What follows belongs to an exercise in optimizing a design on an open flow for a short achievable clock period and few clock cycles; a production flow would make more cautious choices. In this exercise RTL edits were held to simulation tests only and were not proved equivalent to the original. Power and IR drop assume default switching activity.

<file path="design.v">
package cpu_pkg;
  typedef enum logic [3:0] {
    op_addi = 4'h0,
    op_jr   = 4'h3,
    op_in   = 4'h6,
    op_out  = 4'h7,
    op_intr = 4'h8,
    op_iret = 4'h9,
    op_halt = 4'ha
  } opcode_e;
  typedef struct packed {
    logic [11:0] imm;
    logic [3:0]  rs2;
    logic [3:0]  rs1;
    logic [3:0]  rd;
    logic [3:0]  opt;     
    opcode_e     opcode;
  } instr_t;
  typedef enum logic [1:0] {
    st_fetch,
    st_exec,
    st_halted             
  } cpu_state_e;
  typedef enum logic [1:0] {
    intr_ack    = 2'd0,
    intr_enable = 2'd1,
    intr_vector = 2'd2
  } intr_reg_e;
  typedef struct packed {
    logic       valid;    
    logic [7:0] data;
  } rx_byte_t;
  typedef struct packed {
    logic             valid;  
    logic [32-1:0] data;
  } out_t;
  typedef struct packed {
    logic              we;
    logic [6-1:0] addr;
    instr_t            data;
  } rom_wr_t;
endpackage
`timescale 1ns/1ns
module uart_rx (
  input  logic              clk,
  input  logic              rst,
  input  logic              line,
  output cpu_pkg::rx_byte_t rx
);
  localparam int unsigned CW = $clog2(16);
  typedef enum logic [1:0] {
    rx_idle,
    rx_start,
    rx_data,
    rx_stop
  } rx_state_e;
  rx_state_e   state;
  logic        line_m;           
  logic        line_s;           
  logic [CW-1:0] cnt;            
  logic [2:0]  bit_idx;
  logic [7:0]  shreg;
  always_ff @(posedge clk) begin
    if (rst) begin
      line_m <= 1'b1;
      line_s <= 1'b1;
    end else begin
      line_m <= line;
      line_s <= line_m;
    end
  end
  always_ff @(posedge clk) begin
    if (rst) begin
      state    <= rx_idle;
      cnt      <= '0;
      bit_idx  <= '0;
      rx.valid <= 1'b0;
    end else begin
      rx.valid <= 1'b0;
      cnt      <= cnt + 1'b1;
      case (state)
        rx_idle: begin
          cnt <= '0;
          if (!line_s) state <= rx_start;           
        end
        rx_start: begin
          if (cnt == CW'(16 / 2 - 1)) begin  
            cnt     <= '0;
            bit_idx <= '0;
            state   <= line_s ? rx_idle : rx_data;
          end
        end
        rx_data: begin
          if (cnt == CW'(16 - 1)) begin      
            cnt   <= '0;
            shreg <= {line_s, shreg[7:1]};          
            bit_idx <= bit_idx + 1'b1;
            if (bit_idx == 3'd7) state <= rx_stop;
          end
        end
        rx_stop: begin
          if (cnt == CW'(16 - 1)) begin
            state <= rx_idle;
            if (line_s) begin                       
              rx.valid <= 1'b1;
              rx.data  <= shreg;
            end
          end
        end
        default: state <= rx_idle;
      endcase
    end
  end
endmodule
`timescale 1ns/1ns
module reg_file (
  input  logic             clk,
  input  logic             rst,
  input  logic [3:0]       rs1_addr,
  input  logic [3:0]       rs2_addr,
  output logic [32-1:0] rs1_data,
  output logic [32-1:0] rs2_data,
  input  logic             we,
  input  logic [3:0]       rd_addr,
  input  logic [32-1:0] rd_data
);
  logic [32-1:0] regs [1:16-1];
  always_ff @(posedge clk) begin
    if (rst) begin
      for (int i = 1; i < 16; i++) regs[i] <= '0;   
    end else if (we && rd_addr != 4'd0) begin
      regs[rd_addr] <= rd_data;
    end
  end
  assign rs1_data = (rs1_addr == 4'd0) ? '0 : regs[rs1_addr];  
  assign rs2_data = (rs2_addr == 4'd0) ? '0 : regs[rs2_addr];
endmodule
`timescale 1ns/1ns
module intr_ctrl (
  input  logic               clk,
  input  logic               rst,
  input  logic               rx_strobe,
  input  logic               wr_en,
  input  logic [1:0]         wr_reg,
  input  logic [32-1:0]   wr_value,
  input  logic               iret,
  input  logic [6-1:0] cur_pc,
  input  logic               trap_ack,
  output logic               take_trap,
  output logic [6-1:0] vector,
  output logic [6-1:0] epc
);
  logic irr;               
  logic enable;
  logic in_handler;
  logic ack_clear;
  assign ack_clear = wr_en && (wr_reg == 2'd0) && (wr_value == 32'(1));
  always_ff @(posedge clk) begin
    if (rst) begin
      irr <= 1'b0;
    end else if (rx_strobe) begin
      irr <= 1'b1;           
    end else if (ack_clear) begin
      irr <= 1'b0;
    end
  end
  always_ff @(posedge clk) begin
    if (rst) begin
      enable <= 1'b0;
      vector <= '0;
    end else if (wr_en) begin
      case (wr_reg)
        2'd1: enable <= wr_value[0];
        2'd2: vector <= wr_value[6-1:0];
        default: ;           
      endcase
    end
  end
  always_ff @(posedge clk) begin
    if (rst) begin
      in_handler <= 1'b0;
    end else if (trap_ack) begin
      in_handler <= 1'b1;
    end else if (iret) begin
      in_handler <= 1'b0;
    end
  end
  always_ff @(posedge clk) begin
    if (trap_ack) epc <= cur_pc;   
  end
  assign take_trap = irr && enable && !in_handler;
endmodule
`timescale 1ns/1ns
module prog_rom (
  input  logic               clk,
  input  cpu_pkg::rom_wr_t   load,
  input  logic [6-1:0] seq_addr,
  input  logic [6-1:0] jmp_addr,
  output logic [31:0]        seq_word,
  output logic [31:0]        jmp_word
);
  logic [31:0] mem [0:64-1];
  logic               wr_we;
  logic [6-1:0] wr_addr;
  logic [31:0]        wr_data;
  always_ff @(posedge clk) begin
    wr_we   <= load.we;
    wr_addr <= load.addr;
    wr_data <= load.data;
  end
  always_ff @(posedge clk) begin
    if (wr_we) mem[wr_addr] <= wr_data;
  end
  assign seq_word = mem[seq_addr];
  assign jmp_word = mem[jmp_addr];
endmodule
`timescale 1ns/1ns
module cpu (
  input  logic               clk,
  input  logic               rst,
  output logic [6-1:0] seq_addr,
  output logic [6-1:0] jmp_addr,
  input  logic [31:0]        seq_word,
  input  logic [31:0]        jmp_word,
  input  cpu_pkg::rx_byte_t  rx,
  output cpu_pkg::out_t      out,
  output logic               halted
);
  cpu_pkg::instr_t     ir;
  logic [6-1:0]  pc;
  logic                halted_r;
  logic [7:0]          last_byte;    
  logic [32-1:0]    rs1_data;
  logic [32-1:0]    rs2_data;
  logic [32-1:0]    imm_ext;
  logic [32-1:0]    io_data;
  logic                rd_we;
  logic [32-1:0]    rd_data;
  logic                exec;
  logic                jump;
  logic                take_trap;
  logic                trap_ack;
  logic [6-1:0]  vector;
  logic [6-1:0]  epc;
  logic                intr_wr;
  logic                iret;
  assign halted   = halted_r;
  assign trap_ack = take_trap && !halted_r;
  assign exec     = !halted_r && !take_trap;
  assign imm_ext = {{(32 - 12){ir.imm[11]}}, ir.imm};   
  assign io_data = (rs1_data == 32'(1)) ? {{(32 - 8){1'b0}}, last_byte} : '0;
  assign rd_we   = exec && (ir.opcode == cpu_pkg::op_addi || ir.opcode == cpu_pkg::op_in);
  assign rd_data = (ir.opcode == cpu_pkg::op_in) ? io_data : rs1_data + imm_ext;
  assign intr_wr = exec && (ir.opcode == cpu_pkg::op_intr) && (rs1_data < 32'(3));
  assign iret    = exec && (ir.opcode == cpu_pkg::op_iret);
  assign jump    = exec && (ir.opcode == cpu_pkg::op_jr);
  always_comb begin
    if (rst)                                   seq_addr = 6'(0);
    else if (take_trap)                        seq_addr = vector;
    else if (ir.opcode == cpu_pkg::op_iret)    seq_addr = epc;
    else                                       seq_addr = pc + 1'b1;
  end
  assign jmp_addr = rs1_data[6-1:0];
  always_ff @(posedge clk) begin
    if (rst) begin
      halted_r <= 1'b0;
      pc       <= seq_addr;
      ir       <= seq_word;
    end else if (!halted_r) begin
      if (exec && ir.opcode == cpu_pkg::op_halt) begin
        halted_r <= 1'b1;
      end else if (jump) begin
        pc <= jmp_addr;
        ir <= jmp_word;
      end else begin
        pc <= seq_addr;
        ir <= seq_word;
      end
    end
  end
  always_ff @(posedge clk) begin
    if (rst) begin
      out.valid <= 1'b0;
    end else begin
      out.valid <= exec && (ir.opcode == cpu_pkg::op_out);
      if (exec && ir.opcode == cpu_pkg::op_out) out.data <= rs2_data;
    end
  end
  always_ff @(posedge clk) begin
    if (rst) begin
      last_byte <= '0;
    end else if (rx.valid) begin
      last_byte <= rx.data;      
    end
  end
  reg_file i_reg_file (
    .clk      (clk),
    .rst      (rst),
    .rs1_addr (ir.rs1),
    .rs2_addr (ir.rs2),
    .rs1_data (rs1_data),
    .rs2_data (rs2_data),
    .we       (rd_we),
    .rd_addr  (ir.rd),
    .rd_data  (rd_data)
  );
  intr_ctrl i_intr_ctrl (
    .clk       (clk),
    .rst       (rst),
    .rx_strobe (rx.valid),
    .wr_en     (intr_wr),
    .wr_reg    (rs1_data[1:0]),
    .wr_value  (rs2_data),
    .iret      (iret),
    .cur_pc    (pc),
    .trap_ack  (trap_ack),
    .take_trap (take_trap),
    .vector    (vector),
    .epc       (epc)
  );
endmodule
`timescale 1ns/1ns
module mother_board (
  input  logic               clk,
  input  logic               rst,
  input  logic               uart_rx,        
  input  logic               rom_we,         
  input  logic [6-1:0] rom_waddr,
  input  logic [31:0]        rom_wdata,
  output logic               out_valid,
  output logic [32-1:0]   out_data,
  output logic               halted
);
  logic [6-1:0] seq_addr;
  logic [6-1:0] jmp_addr;
  logic [31:0]        seq_word;
  logic [31:0]        jmp_word;
  cpu_pkg::rx_byte_t  rx;
  cpu_pkg::rom_wr_t   rom_load;
  cpu_pkg::out_t      out;
  assign rom_load.we   = rom_we;
  assign rom_load.addr = rom_waddr;
  assign rom_load.data = rom_wdata;
  assign out_valid     = out.valid;
  assign out_data      = out.data;
  prog_rom i_prog_rom (
    .clk      (clk),
    .load     (rom_load),
    .seq_addr (seq_addr),
    .jmp_addr (jmp_addr),
    .seq_word (seq_word),
    .jmp_word (jmp_word)
  );
  cpu i_cpu (
    .clk      (clk),
    .rst      (rst),
    .seq_addr (seq_addr),
    .jmp_addr (jmp_addr),
    .seq_word (seq_word),
    .jmp_word (jmp_word),
    .rx       (rx),
    .out      (out),
    .halted   (halted)
  );
  uart_rx i_uart_rx (
    .clk  (clk),
    .rst  (rst),
    .line (uart_rx),
    .rx   (rx)
  );
endmodule
</file>
<file path="run.sh">
#!/bin/bash
# synth_recipe.tcl (not shown) runs the flow's synth.tcl, then flattens the netlist and writes it again
# the make line also repeats each setting of config.mk as NAME=value (left out here)
make -C /OpenROAD-flow-scripts/flow DESIGN_CONFIG=/design/flow/config.mk WORK_HOME=/design/flow/orfs CLKGATE_MAP_FILE= SYNTH_SCRIPT=/design/flow/synth_recipe.tcl finish
</file>
<file path="config.mk">
export PLATFORM = sky130hd
export DESIGN_NAME = mother_board
export DESIGN_NICKNAME = mother_board
export VERILOG_FILES = /design/flow/design.v
export SDC_FILE = /design/flow/constraint.sdc
export NUM_CORES = 4
export LEC_CHECK = 0
export CAP_MARGIN = 20
export CORE_MARGIN = 2
export CORE_UTILIZATION = 25
export PLACE_DENSITY = 0.35
export SETUP_SLACK_MARGIN = 3
export SLEW_MARGIN = 20
export TNS_END_PERCENT = 10
</file>
<file path="constraint.sdc">
create_clock -name core_clock -period 8.0 [get_ports {clk}]
set_input_delay 1.6000 -clock core_clock [delete_from_list [all_inputs] [get_ports {clk}]]
set_output_delay 1.6000 -clock core_clock [all_outputs]
set_load 0.01 [all_outputs]
</file>
==> flow_summary.ini <==
[timing]
setup_viol = 0
rsz0062_at_grt = yes
max_freq_mhz = 193
slew_violations = 0
fin_crit_sh_pct = 64.9
whs_ns = 0.420
hold_violations = 0
skew_ns = 0.118
min_period_ns = 5.19
tightest_slew_ns = 1.23
setup_tns_ns = 0
maxSlewHeadroom_pct = 18.1

[synth]
ys_warn_count = 5
synthesis.area_um2 = 119000
synth_top_area_share_pct = 60.3
post-synth-top-count-cell = edfxtp_1
syn_area_per_cell_um2 = 12.5
synth_top_area_cell = edfxtp_1
ys_ff_latch = 2466
ys_top_cells_by_area = edfxtp_1, mux4_2, nand2_1
synthCells = 9538
synth_common_cells = edfxtp_1, nand2_1, nand3_1, nor2_1, clkbuf_1
synth-edff-count = 2392
ys.flop_type = edfxtp_1
synth_seq_area_share_pct = 61.6
synth_cell_types = 118
async_flop_share_pct = 0

[job]
cap_violations = 0

[critical_path]
required_ns = 8.93
crit_path_cell_trace = buf_6 > nand2_1 > nor2_1 > a22oi_2 > and2_4 > inv_2 > buf_4 > buf_6 > nor2_1 > a31o_2 > a41oi_1 > o41ai_1 > buf_4 > a31oi_1 > mux2_2
crit_path_end_kind = flop
arrival_ns = 6.12
crit_type = flop to flop
worst-path-max-fanout = 35
ff2ff_path_depth = 15
r2r_slack_ns = 2.81
cp-start-kind = flop
slowest_stage = a31oi_1
critical_path.max_stage_delay_ns = 0.60

[routing]
via_count = 92100
ant_nets = 0
routed_wl_um = 604000
drt_iter0_drc = 13400
drc = 0
first_pass_iters = 14
via_per_inst = 5.69
wl_per_cell_um = 37.4

[global_route]
use_met3_pct = 3.68
met1_usage_pct = 33.2
grt_max_degree = 137
grt-busiest-layer = met2
antenna_found_initial = 53
grt_pass1_vias = 88800
grt_pass1_wl_um = 805000
met2_usage_pct = 38.4
grt_usage_pct = 24.2
grt_overflow = 0

[clock_tree]
hold_buffers = 0
clkTransAtPathRegs_ns = 0.06
numCtsBuffers = 315
cts_tree = yes
insertion_delay_ns = 1.01
htree_levels = 5
clk_path_buf_depth = 4
root_buffer = clkbuf_16
clock-sinks = 2466

[die]
fp.dieArea_um2 = 482000
core_area_um2 = 475000
num_rows = 253
ios = 76
initial_utilization_pct = 25.1
die_y_um = 694
die_x_um = 694

[worst_hold_path]
hold_depth = 0
hold_start = i_uart_rx.shreg[0]$_DFFE_PP_
worstHoldEndpoint = i_uart_rx.rx[0]$_DFFE_PP_
min_path_type = flop to flop

[outcome]
status = finished clean

[cells_and_area]
fin_util_pct = 29.8
area_delta_synth_final_pct = 18.6
layout.nets = 9748
drive_above_1_share_pct = 17.8
fin_cells = 16200

[power]
irDropWorstVdd_mv = 0.535
pwr-share-comb_pct = 56.6
clock_power_share_pct = 20.7
p_leak_nw = 47.5
intPower_w = 0.0353
power_switching_w = 0.0335
swShare_pct = 48.7
seq_power_share_pct = 22.6
power.density_nw_per_um2 = 488

[placement]
dp.cells = 15500
place.gp.congestion = 0.842
io_buffers = 71
dp_hpwl_um = 347000
worst max path at each step:
| stage | to | slack, ns | cells after the start |
|---|---|---|---|
| after floorplan | i_cpu.i_reg_file.regs[10][31]$_SDFFCE_PN0P_ | 2.80 | 22 |
| after global placement | i_cpu.i_reg_file.regs[11][19]$_SDFFCE_PN0P_ | 1.30 | 15 |
| after detailed placement | i_cpu.i_reg_file.regs[10][29]$_SDFFCE_PN0P_ | 1.41 | 15 |
| after CTS | i_cpu.ir[29]$_DFFE_PP_ | 2.81 | 13 |
| after global routing | i_cpu.ir[14]$_DFFE_PP_ | 2.86 | 16 |
| final | flop | 2.81 | 15 |
power groups by stage:
| stage | Sequential [W] | Clock (W) | Combinational [W] |
|---|---|---|---|
| global placement | 0.0160 | 0 | 0.0356 |
| detailed placement | 0.0160 | 0 | 0.0355 |
| global route | 0.0156 | 0.0150 | 0.0403 |
| finish | 0.0156 | 0.0143 | 0.0390 |
| floorplan | 0.0154 | 0 | 0.0198 |
| CTS | 0.0156 | 0.0145 | 0.0382 |
stage by stage:
step                      setup slack, ns  instance area, µm²  total power [W]
after floorplan                      2.80              119000           0.0352
after global placement               1.30              129000           0.0516
after detailed placement             1.41              129000           0.0515
after CTS                            2.81              141000           0.0683
after global routing                 2.86              141000           0.0709
final                                2.81              141000           0.0689
routing by layer:
layer  vias to the layer above  part of all wire (%)
li1                      37500                     -
met1                     48400                    42
met2                      5150                    46
met3                       979                   7.7
met4                        10                   4.3
met5                         -                0.0099
logic make-up after synthesis:
group	share of synthesized area [%]
other cells	0.00315
buf+inv	3.58
flops	61.6
fa+ha+maj	0.391
xor+xnor	0.218
mux	9.42
simple gates	13.5
compound gates	11.3
worst max-delay path: cells and delay by family, from the launching register on:
family / cells / cell delay [ns]
compound gates: 5 / 1.57
buf+inv: 5 / 1.50
flops: 1 / 0.53
mux: 1 / 0.28
simple gates: 4 / 1.18
layout by cell type, fill, tap and decap left out, types with 132 or more instances in the layout:
| cell | count |
|---|---|
| mux2i_1 | 213 |
| buf_4 | 405 |
| nand3_1 | 749 |
| a21oi_1 | 265 |
| edfxtp_1 | 2392 |
| o21ai_0 | 132 |
| a222oi_1 | 349 |
| nor2_1 | 561 |
| a311oi_1 | 181 |
| nand2_1 | 1816 |
| clkbuf_16 | 323 |
| mux4_2 | 325 |
sequential cells by signal, indices dropped and copies added (netlist names), 8 cells and up, named ones only:
name                   cells
i_cpu.last_byte            8
i_prog_rom.mem          1792
i_cpu.ir                  28
i_cpu.i_reg_file.regs    512
i_cpu.out                 33
i_uart_rx.shreg            8
i_prog_rom.wr_data        28
i_uart_rx.rx               9
cell type report:
| cell class | count | area (µm²) |
|---|---|---|
| well taps | 6247 | 7820 |
| clock buffers | 407 | 8530 |
| multi-input cells | 6203 | 43300 |
| flip-flops and latches | 2466 | 73400 |
| diodes | 11 | 27.5 |
| fillers | 47400 | 333000 |
| repair buffers | 609 | 6360 |
| clock inverters | 160 | 1490 |
| inverters | 76 | 285 |
repair_timing:
item | CTS | global route
endpoints found under the setup margin | 556 | 444
pin swaps | 33 | 29
buffers inserted | 80 | 22
resized for setup | 137 | 37
gates cloned | 14 | 3
Testbench counts, summed over its fixed seeds: cycles 109,126.

separate check: timing with driven ports:
In the flow no input, the clock included, has a driving cell. The finished layout below was timed again as built, in two steps. Step 1, drivers: a clkbuf_16 drives clk and a buf_2 each remaining input, both assumed. Step 2 also shifts input and output timing later by t, the mid clock arrival at the registers, as if the neighbouring blocks saw the same clock. Slacks: no drivers / after step 1 / after step 2; pairs: no drivers / after step 1.
shift t [ns]: 1.067
slack for setup (ns): 2.812 / 2.812 / 1.981
worst setup path after step 2: input to register
worst data-port slew with drivers (ns): 0.13
pins driven straight from the clock port: 1
After both steps this run still meets setup and hold. For this run, drivers alone change the setup slack by 0.000 ns; drivers and shift together by -0.831 ns.
